Source: an optimization exercise on an open RTL-to-GDS flow (aim: small area, a short achievable clock period and few clock cycles per item). Production flows keep margins and buffers that such runs may drop.
The RTL was checked by simulation tests, not by an equivalence proof against the original design.

==> flow/design.v <==
`default_nettype none
package cpu_pkg;
    localparam int data_width     = 16;
    localparam int addr_width     = 9;     
    localparam int reg_addr_width = 4;
    localparam int num_regs       = 16;
    localparam logic [3:0] reg_move = 4'b0010;
    localparam logic [2:0] op_load = 3'b000;
    localparam logic [2:0] op_jump = 3'b001;
    localparam logic [2:0] op_store = 3'b010;
    localparam logic [2:0] op_load_imm = 3'b011;
    localparam logic [2:0] op_branch = 3'b100;
    localparam logic [2:0] op_add_imm = 3'b101;
    localparam logic [2:0] op_sub_imm = 3'b110;
    localparam logic [2:0] op_reg = 3'b111;
    localparam logic [3:0] alu_add = 4'd0;
    localparam logic [3:0] alu_sub = 4'd1;
    localparam logic [3:0] alu_and = 4'd3;
    localparam logic [3:0] alu_or = 4'd4;
    localparam logic [3:0] alu_xor = 4'd5;
    localparam logic [3:0] alu_not = 4'd6;
    localparam logic [3:0] alu_neg = 4'd7;
    localparam logic [3:0] alu_cmp = 4'd8;
    localparam logic [1:0] cond_eq = 2'd0;
    localparam logic [1:0] cond_ne = 2'd1;
    localparam logic [1:0] cond_lt = 2'd2;
    localparam logic [1:0] cond_gt = 2'd3;
    localparam logic [1:0] bus_idle = 2'd0;
    localparam logic [1:0] bus_fetch = 2'd1;
    localparam logic [1:0] bus_data = 2'd2;
endpackage
`default_nettype wire
`default_nettype none
module ks_adder
#(
    parameter int W = 16
)
(
    input  logic [W-1:0] a,
    input  logic [W-1:0] b,
    input  logic         ci,
    output logic [W-1:0] sum,
    output logic         co
);
    localparam int N = W + 1;     
    localparam int L = (N <= 2) ? 1 : (N <= 4) ? 2 : (N <= 8) ? 3 : (N <= 16) ? 4 : (N <= 32) ? 5 : 6;
    logic [N-1:0] g [L+1];
    logic [N-1:0] p [L+1];
    assign g[0] = {a & b, ci};
    assign p[0] = {a ^ b, 1'b0};
    for (genvar l = 0; l < L; l++)
    begin : g_lvl
        for (genvar i = 0; i < N; i++)
        begin : g_bit
            if (i >= (1 << l))
            begin : g_op
                assign g[l+1][i] = g[l][i] | (p[l][i] & g[l][i-(1<<l)]);
                assign p[l+1][i] = p[l][i] & p[l][i-(1<<l)];
            end
            else
            begin : g_pass
                assign g[l+1][i] = g[l][i];
                assign p[l+1][i] = p[l][i];
            end
        end
    end
    assign sum = p[0][N-1:1] ^ g[L][N-2:0];
    assign co  = g[L][N-1];
endmodule
`default_nettype wire
`default_nettype none
import cpu_pkg::*;
module cpu_top
(
    input  logic                  clk,
    input  logic                  rst,
    input  logic [data_width-1:0] mem_data_out,
    input  logic                  mem_cplt,
    output logic [addr_width-1:0] mem_addr,
    output logic [data_width-1:0] mem_data_in,
    output logic                  mem_r_en,
    output logic                  mem_w_en
);
    logic [8:0]  ba;         
    logic        bre;        
    logic        bwe;        
    logic        bdat;       
    logic        stp;        
    logic        wct;        
    logic [15:0] ir;
    logic [8:0]  pcn;        
    logic [8:0]  tgt;        
    logic [1:0]  es;         
    logic [15:0] a;
    logic [15:0] b;
    logic        wb_en;
    logic [3:0]  wb_rd;
    logic        f_eq;       
    logic        f_c;        
    logic        f_v;        
    logic        f_lt;
    logic        f_gt;
    logic        init;       
    logic        writes;     
    logic        d_cmp;      
    logic [15:0] regs [num_regs];
    logic [2:0]  wop;
    logic        w_ld;
    logic        w_st;
    logic        w_ct;
    logic        fdone;
    logic        ddone;
    assign wop   = mem_data_out[15:13];
    assign w_ld  = (wop == op_load);
    assign w_st  = (wop == op_store);
    assign w_ct  = (wop == op_jump) || (wop == op_branch);
    assign fdone = mem_cplt && !bdat;
    assign ddone = mem_cplt && bdat;
    assign mem_addr    = ba;
    assign mem_r_en    = bre;
    assign mem_w_en    = bwe;
    assign mem_data_in = a;
    logic       w_cond;
    logic       w_take;
    logic       w_hold;
    logic       i_cond;
    logic       i_ct;
    logic       i_ld;
    logic       flag_pend;
    logic [8:0] w_target;
    logic [8:0] pc_next;
    function automatic logic cond_of(input logic [1:0] c, input logic eq, input logic lt,
                                     input logic gt);
        case (c)
            cond_eq: cond_of = eq;
            cond_ne: cond_of = !eq;
            cond_lt: cond_of = lt;
            default: cond_of = gt;
        endcase
    endfunction
    assign flag_pend = (es == 2'd3) && d_cmp;     
    assign f_lt      = f_v && !f_c;
    assign f_gt      = f_c && !f_eq;
    assign w_cond    = cond_of(mem_data_out[12:11], f_eq, f_lt, f_gt);
    assign w_take    = (wop == op_jump) || ((wop == op_branch) && w_cond && !flag_pend);
    assign w_hold    = (wop == op_branch) && flag_pend;
    ks_adder #(.W(9)) u_wadd
    (
        .a   (ba),
        .b   (mem_data_out[8:0]),
        .ci  (1'b0),
        .sum (w_target),
        .co  ()
    );
    assign i_cond  = cond_of(ir[12:11], f_eq, f_lt, f_gt);
    assign i_ct    = (ir[15:13] == op_jump) || ((ir[15:13] == op_branch) && i_cond);
    assign i_ld    = (ir[15:13] == op_load);
    assign pc_next = i_ct ? tgt : pcn;
    always_ff @(posedge clk or posedge rst)
    begin
        if (rst)
        begin
            ba   <= '0;
            bre  <= 1'b1;
            bwe  <= 1'b0;
            bdat <= 1'b0;
            stp  <= 1'b0;
            wct  <= 1'b0;
        end
        else if (fdone && stp)
        begin
            ba   <= ir[12:4];
            bre  <= 1'b0;
            bwe  <= 1'b1;
            bdat <= 1'b1;
            stp  <= 1'b0;
        end
        else if (fdone)
        begin
            if (w_ld)
            begin
                ba   <= mem_data_out[12:4];
                bdat <= 1'b1;
            end
            else if (w_take)
                ba <= w_target;
            else if (w_hold)
            begin
                bre <= 1'b0;
                wct <= 1'b1;
            end
            else
                ba <= ba + 1'b1;
            if (w_st)
                stp <= 1'b1;
        end
        else if (ddone)
        begin
            bre <= 1'b1;
            bwe <= 1'b0;
            if (bwe && i_ld)
                ba <= ir[12:4];
            else
            begin
                ba   <= pc_next;
                bdat <= 1'b0;
            end
            if (bwe && (ir[15:13] == op_store))
                stp <= 1'b1;
        end
        else if (wct)
        begin
            wct <= 1'b0;
            bre <= 1'b1;
            ba  <= pc_next;
        end
    end
    always_ff @(posedge clk)
    begin
        if (fdone)
        begin
            ir  <= mem_data_out;
            pcn <= ba + 1'b1;
            tgt <= w_target;
        end
    end
    logic [15:0] rsel;
    logic [15:0] rval;
    always_ff @(posedge clk)
    begin
        if (fdone)
            rsel <= 16'd1 << mem_data_out[3:0];
        else if (ddone && bwe)
            rsel <= 16'd1 << ir[3:0];
        else if (es == 2'd1)
            rsel <= 16'd1 << ir[7:4];
    end
    always_comb
    begin
        rval = '0;
        for (int i = 0; i < num_regs; i++)
            rval = rval | ({16{rsel[i]}} & regs[i]);
    end
    logic fwd1;
    always_ff @(posedge clk)
    begin
        if (fdone)
            fwd1 <= (es == 2'd3) && writes && (ir[3:0] == mem_data_out[3:0]);
        else if (ddone && bwe)
            fwd1 <= 1'b0;
    end
    logic [2:0]  op;
    logic [3:0]  fn;
    logic        is_reg;
    logic        k_add, k_sub, k_and, k_or, k_xor, k_not, k_neg, k_cmp, k_mov;
    logic        k_ldb, k_addi, k_subi;
    assign op     = ir[15:13];
    assign fn     = ir[11:8];
    assign is_reg = (op == op_reg) && !ir[12];
    assign k_add  = is_reg && (fn == alu_add);
    assign k_sub  = is_reg && (fn == alu_sub);
    assign k_and  = is_reg && (fn == alu_and);
    assign k_or   = is_reg && (fn == alu_or);
    assign k_xor  = is_reg && (fn == alu_xor);
    assign k_not  = is_reg && (fn == alu_not);
    assign k_neg  = is_reg && (fn == alu_neg);
    assign k_cmp  = is_reg && (fn == alu_cmp);
    assign k_mov  = (op == op_reg) && ir[12] && (fn == reg_move);
    assign k_ldb  = (op == op_load_imm);
    assign k_addi = (op == op_add_imm);
    assign k_subi = (op == op_sub_imm);
    logic d_keep_hi;     
    logic d_keep_lo;     
    logic d_neg_a;       
    logic d_b_reg;       
    logic d_b_inv;       
    logic d_cin;         
    logic d_r_sum;       
    logic d_r_and;
    logic d_r_or;
    logic d_r_xor;
    always_ff @(posedge clk)
    begin
        d_keep_hi <= !(k_mov || (k_ldb && ir[12]));
        d_keep_lo <= !(k_mov || (k_ldb && !ir[12]));
        d_neg_a   <= k_neg;
        d_b_reg   <= k_add || k_sub || k_and || k_or || k_xor || k_cmp || k_mov;
        d_b_inv   <= k_sub || k_cmp;
        d_cin     <= k_sub || k_cmp || k_subi || k_neg;
        d_r_sum   <= k_add || k_sub || k_addi || k_subi || k_neg || k_mov;
        d_r_and   <= k_and;
        d_r_or    <= k_or || k_ldb;
        d_r_xor   <= k_xor || k_not;
        d_cmp     <= k_cmp;
    end
    logic [15:0] konst;
    always_comb
    begin
        case (ir[15:13])
            op_load_imm: konst = ir[12] ? {ir[11:4], 8'h00} : {8'h00, ir[11:4]};
            op_add_imm:  konst = {7'b0, ir[12:4]};
            op_sub_imm:  konst = ~{7'b0, ir[12:4]};
            default:     konst = k_not ? 16'hffff : 16'h0;
        endcase
    end
    always_ff @(posedge clk)
    begin
        if (es == 2'd1)
            b <= konst;
        else if (es == 2'd2 && d_b_reg)
            b <= rval ^ {16{d_b_inv}};
    end
    logic [16:0] sum;
    logic [15:0] alu;
    ks_adder #(.W(16)) u_add
    (
        .a   (a),
        .b   (b),
        .ci  (d_cin),
        .sum (sum[15:0]),
        .co  (sum[16])
    );
    assign alu    = ({16{d_r_sum}} & sum[15:0]) | ({16{d_r_and}} & (a & b)) |
                    ({16{d_r_or}} & (a | b)) | ({16{d_r_xor}} & (a ^ b));
    assign writes = d_r_sum || d_r_and || d_r_or || d_r_xor;
    always_ff @(posedge clk or posedge rst)
    begin
        if (rst)
        begin
            es    <= 2'd0;
            wb_en <= 1'b0;
            a     <= '0;
            f_eq  <= 1'b0;
            f_c   <= 1'b0;
            f_v   <= 1'b0;
            init  <= 1'b1;
        end
        else
        begin
            init  <= 1'b0;
            wb_en <= 1'b0;
            if ((fdone && !stp) || (ddone && bwe))
                es <= 2'd1;
            else if (es != 2'd0)
                es <= es + 2'd1;
            if (ddone && !bwe)
            begin
                a     <= mem_data_out;
                wb_en <= 1'b1;
            end
            else if (es == 2'd3 && writes)
            begin
                a     <= alu;
                wb_en <= 1'b1;
            end
            else if (es == 2'd1 && !fwd1)
                a <= rval;
            else if (es == 2'd2)
                a <= (a & {{8{d_keep_hi}}, {8{d_keep_lo}}}) ^ {16{d_neg_a}};
            if (es == 2'd3 && d_cmp)
            begin
                f_eq <= &(a ^ b);     
                f_c  <= sum[16];
                f_v  <= 1'b1;
            end
        end
    end
    always_ff @(posedge clk)
    begin
        wb_rd <= ir[3:0];
    end
    always_ff @(posedge clk)
    begin
        for (int i = 0; i < num_regs; i++)
            if (init || (wb_en && wb_rd == 4'(i)))
                regs[i] <= a;
    end
endmodule
`default_nettype wire
==> flow/config.mk <==
export PLATFORM = sky130hd
export DESIGN_NAME = cpu_top
export DESIGN_NICKNAME = cpu_top
export VERILOG_FILES = /design/flow/design.v
export SDC_FILE = /design/flow/constraint.sdc
export NUM_CORES = 4
export LEC_CHECK = 0
export CAP_MARGIN = 20
export CORE_MARGIN = 2
export CORE_UTILIZATION = 40
export CTS_CLUSTER_DIAMETER = 100
export CTS_CLUSTER_SIZE = 25
export PLACE_DENSITY = 0.6
export SETUP_SLACK_MARGIN = 2.45
export SLEW_MARGIN = 20
==> flow/constraint.sdc <==
create_clock -name core_clock -period 5.0 [get_ports {clk}]
set_input_delay 1.0000 -clock core_clock [delete_from_list [all_inputs] [get_ports {clk}]]
set_output_delay 1.0000 -clock core_clock [all_outputs]
set_load 0.01 [all_outputs]
standard.sh (not shown) runs the stock make flow with config.mk's settings and CLKGATE_MAP_FILE= SYNTH_SCRIPT=/design/flow/synth_recipe.tcl, a recipe that flattens the netlist after the stock synthesis.
==> flow/flow/run.sh <==
#!/bin/bash
# Standard layout, with plain buffers (not delay cells) on the ports.
export BUFFER_PORTS_ARGS="-buffer_cell sky130_fd_sc_hd__buf_2"
bash standard.sh > standard.log 2>&1
Testbench counts at the start, summed over its fixed seeds: cycles 104,806, instrs 21,628.
Edit:
--- a/flow/design.v
+++ b/flow/design.v
@@ -231,9 +231,9 @@
         if (fdone)
             rsel <= 16'd1 << mem_data_out[3:0];
         else if (ddone && bwe)
             rsel <= 16'd1 << ir[3:0];
-        else if (es == 2'd1)
+        else
             rsel <= 16'd1 << ir[7:4];
     end
     always_comb
     begin
@@ -304,12 +304,9 @@
         endcase
     end
     always_ff @(posedge clk)
     begin
-        if (es == 2'd1)
-            b <= konst;
-        else if (es == 2'd2 && d_b_reg)
-            b <= rval ^ {16{d_b_inv}};
+        b <= d_b_reg ? (rval ^ {16{d_b_inv}}) : konst;
     end
     logic [16:0] sum;
     logic [15:0] alu;
     ks_adder #(.W(16)) u_add
Outcome:
- The changed run went through all stages and came out clean
- clock-buffer cell count stays the same
- global-route usage drops by 0.37 points
- via count drops by a few percent
- first-iteration DRC count drops by about a fifth
- sequential share of layout area climbs by 0.35 points
- maximum frequency drops by a few percent
Testbench counts after the change, summed over its fixed seeds: cycles 104,806, instrs 21,628.

[afterwards: timing with drivers on the ports]
The results above use ideal ports. As a check the final layouts listed here were re-extracted and re-timed, cells and wires unchanged. Step 1, drivers: a clkbuf_16 drives clk and a buf_2 each remaining input, both assumed. Step 2, shift: input delay + t, output delay - t, t = (earliest + latest rising clock arrival at the registers) / 2. This alone moves slack from input paths to output paths. a / b / c = ideal ports / drivers / drivers and shift; a / b = the first two.
| run | t, ns | slack for setup (ns) | worst slew at a driven data input, ns | pins driven straight from the clock port |
|---|---|---|---|---|
| the first run | 0.581 | 2.519 / 2.519 / 2.050 | 0.05 | 1 |
| the second run | 0.578 | 2.429 / 2.429 / 2.064 | 0.04 | 1 |
After both steps setup and hold are still met in every run listed. For the first run, which loses most, drivers alone change the setup slack by 0.000 ns; drivers and shift together by -0.469 ns.
